Background: an optimization exercise with open tools, aiming at small area, a short achievable clock period and few clock cycles per item. Do not read the settings as production practice. RTL that was checked went through simulation tests only; none was proved equivalent to the original. Power is estimated from default activity; no workload was simulated.

==> flow/design.v <==
package resizer_pkg;
   localparam int FRAME_W = 8;              
   localparam int FRAME_H = 6;              
   localparam int COL_W   = 4;              
   localparam int ROW_W   = 3;              
   localparam int ADDR_W  = 6;              
   localparam int TAP_OUTER  = -1;          
   localparam int TAP_INNER  = 9;           
   localparam int ROUND_ADD  = 128;         
   localparam int NORM_SHIFT = 8;           
   typedef struct packed {
      logic [7:0] b;
      logic [7:0] g;
      logic [7:0] r;
   } pixel_t;
   typedef struct packed {
      pixel_t row0;                         
      pixel_t row1;                         
      pixel_t row2;                         
      pixel_t row3;                         
   } column_t;
   localparam int COLUMN_BITS = 4 * 24;     
   typedef struct packed {
      logic col_valid;                      
      logic eol;                            
      logic eof;                            
   } beat_tag_t;
endpackage
`timescale 1ns/10ps
module bicubic_resizer (
   input  logic        i_clk,
   input  logic        i_rstn,
   input  logic [31:0] i_s_data,               
   input  logic        i_s_valid,
   output logic        o_s_ready,
   output resizer_pkg::pixel_t      o_m_data,
   output logic        o_m_valid,
   output logic        o_m_eol,
   output logic        o_m_eof,
   input  logic        i_m_ready
);
   logic [23:0] in_pix;
   logic        in_v;
   logic [23:0] r0 [8];
   logic [23:0] r1 [8];
   logic [23:0] r2 [8];
   logic [2:0] x;           
   logic [2:0] r;           
   logic [2:0] vc;          
   logic       fl;          
   logic       prev;        
   logic       prow5;       
   logic       tpend;       
   logic       tis5;        
   logic       sk_v;        
   logic       adv;         
   assign adv = ~sk_v;
   logic       pending;
   logic       st_norm, st_fl, st_any;    
   logic [2:0] c;           
   logic       vstep;       
   logic       tonly;       
   logic       vrow5;
   logic       first;
   assign pending = prev | tpend;
   assign first   = ~fl;
   assign c       = fl ? vc : x;
   assign vstep   = st_norm ? ((r >= 3'd2) | prev) : prev;
   assign tonly   = st_fl & ~prev & tpend & (c < 3'd2);
   assign vrow5   = prev & prow5;
   function automatic logic [4:0] tap_sel(input logic pv, input logic p5, input logic [2:0] rr,
                                          input logic lt);
      logic t, b4, b5a, b5b;
      t   = ~pv & (rr == 3'd2);
      b4  = pv & ~p5;
      b5a = pv & p5 & (rr[0] | lt);
      b5b = pv & p5 & ~(rr[0] | lt);
      tap_sel = {t | b5b, b5b, b5a, b5a, b4 | b5b};    
   endfunction
   logic sel_a1, sel_b0, sel_c1, sel_d1, sel_d0;
   logic [23:0] h0, h1, h2;
   logic [23:0] ta, tb, tc, td;
   assign h0 = r0[0];
   assign h1 = r1[0];
   assign h2 = r2[0];
   assign ta = sel_a1 ? h1 : h2;
   assign tb = sel_b0 ? h0 : h1;
   assign tc = sel_c1 ? h1 : h0;
   assign td = sel_d1 ? h1 : (sel_d0 ? h0 : in_pix);
   logic       e_em, e_hv, e_t0, e_c0, e_c7, e_sub, e_eol, e_eof;
   always_comb begin
      e_em  = 1'b0;
      e_hv  = 1'b0;
      e_t0  = 1'b0;
      e_eol = 1'b0;
      e_eof = 1'b0;
      e_c0  = (c == 3'd0);
      e_c7  = (c == 3'd7);
      e_sub = (c >= 3'd2);
      if (st_any && vstep) begin
         e_hv = 1'b1;
         e_em = (c >= 3'd2) | tpend;
      end else if (st_any && tonly) begin
         e_t0 = (c == 3'd0);
         e_em = 1'b1;
      end
      if (c == 3'd1 && tpend) begin
         e_eol = 1'b1;
         e_eof = tis5;
      end
   end
   always_ff @(posedge i_clk) begin
      if (st_any) begin
         for (int j = 0; j < 7; j++) begin
            r0[j] <= r0[j+1];
            r1[j] <= r1[j+1];
            r2[j] <= r2[j+1];
         end
         r0[7] <= st_fl ? r0[0] : in_pix;
         r1[7] <= st_fl ? r1[0] : r0[0];
         r2[7] <= st_fl ? r2[0] : r1[0];
      end
   end
   logic       prev_n, prow5_n, tpend_n, tis5_n, fl_n;
   logic [2:0] x_n, r_n, vc_n;
   always_comb begin
      prev_n  = prev;
      prow5_n = prow5;
      tpend_n = tpend;
      tis5_n  = tis5;
      x_n     = x;
      r_n     = r;
      vc_n    = vc;
      if (st_any) begin
         if (vstep && c == 3'd7) begin
            tpend_n = 1'b1;
            tis5_n  = vrow5;
            if (vrow5) prev_n = 1'b0;
            if (prev) prow5_n = 1'b1;
         end else if ((vstep || tonly) && c == 3'd1) begin
            tpend_n = 1'b0;
         end
         if (st_norm && x == 3'd7 && r == 3'd5) begin
            prev_n  = 1'b1;
            prow5_n = 1'b0;
         end
      end
      if (st_norm) begin
         x_n = x + 3'd1;
         if (x == 3'd7) r_n = (r == 3'd5) ? 3'd0 : r + 3'd1;
      end
      if (st_fl) vc_n = c + 3'd1;
      fl_n = fl;
      if (st_fl) fl_n = !(!prev_n && !tpend_n && (c + 3'd1 == x));
   end
   always_ff @(posedge i_clk) begin
      if (!i_rstn) begin
         x     <= '0;
         r     <= '0;
         vc    <= '0;
         fl    <= 1'b0;
         prev  <= 1'b0;
         prow5 <= 1'b0;
         tpend <= 1'b0;
         tis5  <= 1'b0;
         {sel_a1, sel_b0, sel_c1, sel_d1, sel_d0} <= '0;
      end else begin
         x     <= x_n;
         r     <= r_n;
         vc    <= vc_n;
         fl    <= fl_n;
         prev  <= prev_n;
         prow5 <= prow5_n;
         tpend <= tpend_n;
         tis5  <= tis5_n;
         {sel_a1, sel_b0, sel_c1, sel_d1, sel_d0} <= tap_sel(prev_n, prow5_n, r_n, fl_n & (vc_n < x_n));
      end
   end
   logic take, in_v_n, sk_v_n, hd_free;
   assign take    = o_s_ready & i_s_valid;
   assign in_v_n  = take | (in_v & ~st_norm);
   always_ff @(posedge i_clk) begin
      if (~in_v | st_norm) in_pix <= i_s_data[23:0];     
   end
   always_ff @(posedge i_clk) begin
      if (!i_rstn) begin
         in_v      <= 1'b0;
         o_s_ready <= 1'b1;
         st_norm   <= 1'b0;
         st_fl     <= 1'b0;
         st_any    <= 1'b0;
      end else begin
         in_v      <= in_v_n;
         o_s_ready <= ~in_v_n | (~sk_v_n & ~fl_n);
         st_norm   <= ~sk_v_n & ~fl_n & in_v_n;
         st_fl     <= ~sk_v_n & (fl_n | (~in_v_n & (prev_n | tpend_n)));
         st_any    <= ~sk_v_n & (fl_n | in_v_n | prev_n | tpend_n);
      end
   end
   logic [2:0][8:0] p1_bc, p1_ad;
   logic p1_em, p1_hv, p1_t0, p1_c0, p1_c7, p1_sub, p1_eol, p1_eof;
   always_ff @(posedge i_clk) begin
      if (adv) begin
         for (int ch = 0; ch < 3; ch++) begin
            p1_bc[ch] <= {1'b0, tb[ch*8 +: 8]} + {1'b0, tc[ch*8 +: 8]};
            p1_ad[ch] <= {1'b0, ta[ch*8 +: 8]} + {1'b0, td[ch*8 +: 8]};
         end
         p1_c0  <= e_c0;
         p1_c7  <= e_c7;
         p1_sub <= e_sub;
         p1_eol <= e_eol;
         p1_eof <= e_eof;
      end
   end
   logic signed [13:0] vs [3];
   logic p2_em, p2_hv, p2_t0, p2_c0, p2_c7, p2_sub, p2_eol, p2_eof;
   always_ff @(posedge i_clk) begin
      if (adv && p1_hv) begin
         for (int ch = 0; ch < 3; ch++)
            vs[ch] <= $signed({1'b0, p1_bc[ch], 3'b000}) + $signed({4'b0, p1_bc[ch]})
                      - $signed({4'b0, p1_ad[ch]}) + 14'sd8;
      end
   end
   always_ff @(posedge i_clk) begin
      if (adv) begin
         p2_c0  <= p1_c0;
         p2_c7  <= p1_c7;
         p2_sub <= p1_sub;
         p2_eol <= p1_eol;
         p2_eof <= p1_eof;
      end
   end
   logic signed [17:0] q1 [3];
   logic signed [16:0] q2 [3];
   logic signed [13:0] q3 [3];
   logic [2:0][9:0]    p3_acc;                  
   logic p3_em, p3_eol, p3_eof;
   logic signed [17:0] q1_a [3], q1_b [3], q1_n [3], bt [3];
   logic signed [16:0] q2_b [3], q2_c [3], q2_n [3];
   always_comb begin
      for (int ch = 0; ch < 3; ch++) begin
         q1_a[ch] = p2_c0 ? (18'(q3[ch]) <<< 3) : (18'(vs[ch]) <<< 3);
         q1_b[ch] = (p2_c0 | p2_c7) ? 18'sd0 : 18'(vs[ch]);
         q1_n[ch] = 18'(q2[ch]) + q1_a[ch] + q1_b[ch];
         q2_b[ch] = p2_c0 ? 17'sd0 : 17'(vs[ch]);
         q2_c[ch] = p2_c0 ? 17'sd0 : 17'(q3[ch]);
         q2_n[ch] = (17'(vs[ch]) <<< 3) + q2_b[ch] - q2_c[ch];
         bt[ch]   = q1[ch] - (p2_sub ? 18'(vs[ch]) : 18'sd0);
      end
   end
   always_ff @(posedge i_clk) begin
      if (adv) begin
         for (int ch = 0; ch < 3; ch++) begin
            if (p2_hv || p2_t0) q1[ch] <= q1_n[ch];
            if (p2_hv) begin
               q2[ch] <= q2_n[ch];
               q3[ch] <= vs[ch];
            end
            p3_acc[ch] <= bt[ch][17:8];
         end
         p3_eol <= p2_eol;
         p3_eof <= p2_eof;
      end
   end
   always_ff @(posedge i_clk) begin
      if (!i_rstn) begin
         p1_em <= 1'b0;
         p1_hv <= 1'b0;
         p1_t0 <= 1'b0;
         p2_em <= 1'b0;
         p2_hv <= 1'b0;
         p2_t0 <= 1'b0;
         p3_em <= 1'b0;
      end else if (adv) begin
         p1_em <= e_em;
         p1_hv <= e_hv;
         p1_t0 <= e_t0;
         p2_em <= p1_em;
         p2_hv <= p1_hv;
         p2_t0 <= p1_t0;
         p3_em <= p2_em;
      end
   end
   function automatic logic [7:0] clip(input logic [9:0] acc);    
      if (acc[9])      clip = 8'd0;
      else if (acc[8]) clip = 8'd255;
      else             clip = acc[7:0];
   endfunction
   logic [25:0] pushd;
   logic [25:0] sk;
   logic        push;
   assign pushd   = {p3_eol, p3_eof, clip(p3_acc[2]), clip(p3_acc[1]), clip(p3_acc[0])};
   assign push    = adv & p3_em;
   assign hd_free = ~o_m_valid | i_m_ready;
   assign sk_v_n  = ~hd_free & (sk_v | push);
   always_ff @(posedge i_clk) begin
      if (!i_rstn) begin
         o_m_valid <= 1'b0;
         sk_v      <= 1'b0;
      end else begin
         sk_v <= sk_v_n;
         if (hd_free) o_m_valid <= sk_v | push;
      end
   end
   always_ff @(posedge i_clk) begin
      if (hd_free) {o_m_eol, o_m_eof, o_m_data} <= sk_v ? sk : pushd;
      if (push) sk <= pushd;
   end
endmodule
export LEC_CHECK = 0
export ABC_AREA = 1
export CAP_MARGIN = 20
export CORE_MARGIN = 2
export CORE_UTILIZATION = 40
export CTS_CLUSTER_DIAMETER = 100
export CTS_CLUSTER_SIZE = 32
export SETUP_SLACK_MARGIN = 5
export SLEW_MARGIN = 20
create_clock -name core_clock -period 8.0 [get_ports {i_clk}]
run.sh (not shown) runs the stock make flow with config.mk's settings and CLKGATE_MAP_FILE= SYNTH_SCRIPT=/design/flow/synth_recipe.tcl, a recipe that flattens the netlist after the stock synthesis.
Testbench counts at the start, summed over its fixed seeds: cycles 3,256, pixels 3,072.
Next try:
--- a/flow/design.v
+++ b/flow/design.v
@@ -212,9 +212,10 @@
          p1_eof <= e_eof;
       end
    end
    logic signed [13:0] vs [3];
-   logic p2_em, p2_hv, p2_t0, p2_c0, p2_c7, p2_sub, p2_eol, p2_eof;
+   logic p2_em, p2_hv, p2_t0, p2_sub, p2_eol, p2_eof;
+   logic p2_c0, p2_nc0, p2_nc07;
    always_ff @(posedge i_clk) begin
       if (adv && p1_hv) begin
          for (int ch = 0; ch < 3; ch++)
             vs[ch] <= $signed({1'b0, p1_bc[ch], 3'b000}) + $signed({4'b0, p1_bc[ch]})
@@ -222,10 +223,11 @@
       end
    end
    always_ff @(posedge i_clk) begin
       if (adv) begin
-         p2_c0  <= p1_c0;
-         p2_c7  <= p1_c7;
+         p2_c0   <= p1_c0;
+         p2_nc0  <= ~p1_c0;
+         p2_nc07 <= ~(p1_c0 | p1_c7);
          p2_sub <= p1_sub;
          p2_eol <= p1_eol;
          p2_eof <= p1_eof;
       end
@@ -239,12 +241,12 @@
    logic signed [16:0] q2_b [3], q2_c [3], q2_n [3];
    always_comb begin
       for (int ch = 0; ch < 3; ch++) begin
          q1_a[ch] = p2_c0 ? (18'(q3[ch]) <<< 3) : (18'(vs[ch]) <<< 3);
-         q1_b[ch] = (p2_c0 | p2_c7) ? 18'sd0 : 18'(vs[ch]);
+         q1_b[ch] = p2_nc07 ? 18'(vs[ch]) : 18'sd0;
          q1_n[ch] = 18'(q2[ch]) + q1_a[ch] + q1_b[ch];
-         q2_b[ch] = p2_c0 ? 17'sd0 : 17'(vs[ch]);
-         q2_c[ch] = p2_c0 ? 17'sd0 : 17'(q3[ch]);
+         q2_b[ch] = p2_nc0 ? 17'(vs[ch]) : 17'sd0;
+         q2_c[ch] = p2_nc0 ? 17'(q3[ch]) : 17'sd0;
          q2_n[ch] = (17'(vs[ch]) <<< 3) + q2_b[ch] - q2_c[ch];
          bt[ch]   = q1[ch] - (p2_sub ? 18'(vs[ch]) : 18'sd0);
       end
    end
After rerunning: The new run went through all stages and came out clean; sequential cell count rose by 1; total power decreases by 5.8%; clock-buffer cell count goes up by 7; cell area falls by 3.2%; routed wire length decreases by 2.8%; synthesized cell count came out lower by 0.90%; first-iteration DRC count goes up by 12%; critical path depth went down by 3; setup slack improves by 0.058 ns; clock skew goes up by 0.0097 ns.
Only the layout flow was run in the second run of this note; the RTL was not checked for function there.

## afterwards: timing with drivers on the ports
The flow's constraints put no driver on any port. The routed layouts listed below were extracted and timed again, unchanged, in two steps.
Step 1, drivers: a clkbuf_16 drives i_clk and a buf_2 each remaining input, both assumed.
Step 2 adds t to the input delays and takes it off the output delays; t is the mean of the earliest and latest rising clock arrival at the registers after step 1. Input paths then give back, and output paths get back, about the clock's delay inside the block.
Three values: ideal ports, drivers, drivers and shift; two values: the first two.
run | t (ns) | setup slack, ns | pins driven straight from the clock port
the first run | 0.708 | 5.000 / 5.000 / 4.784 | 1
the second run | 0.689 | 5.058 / 5.045 / 4.840 | 1
After both steps every run listed still meets setup and hold. For the second run, which loses most, drivers alone change the setup slack by -0.013 ns; drivers and shift together by -0.218 ns.
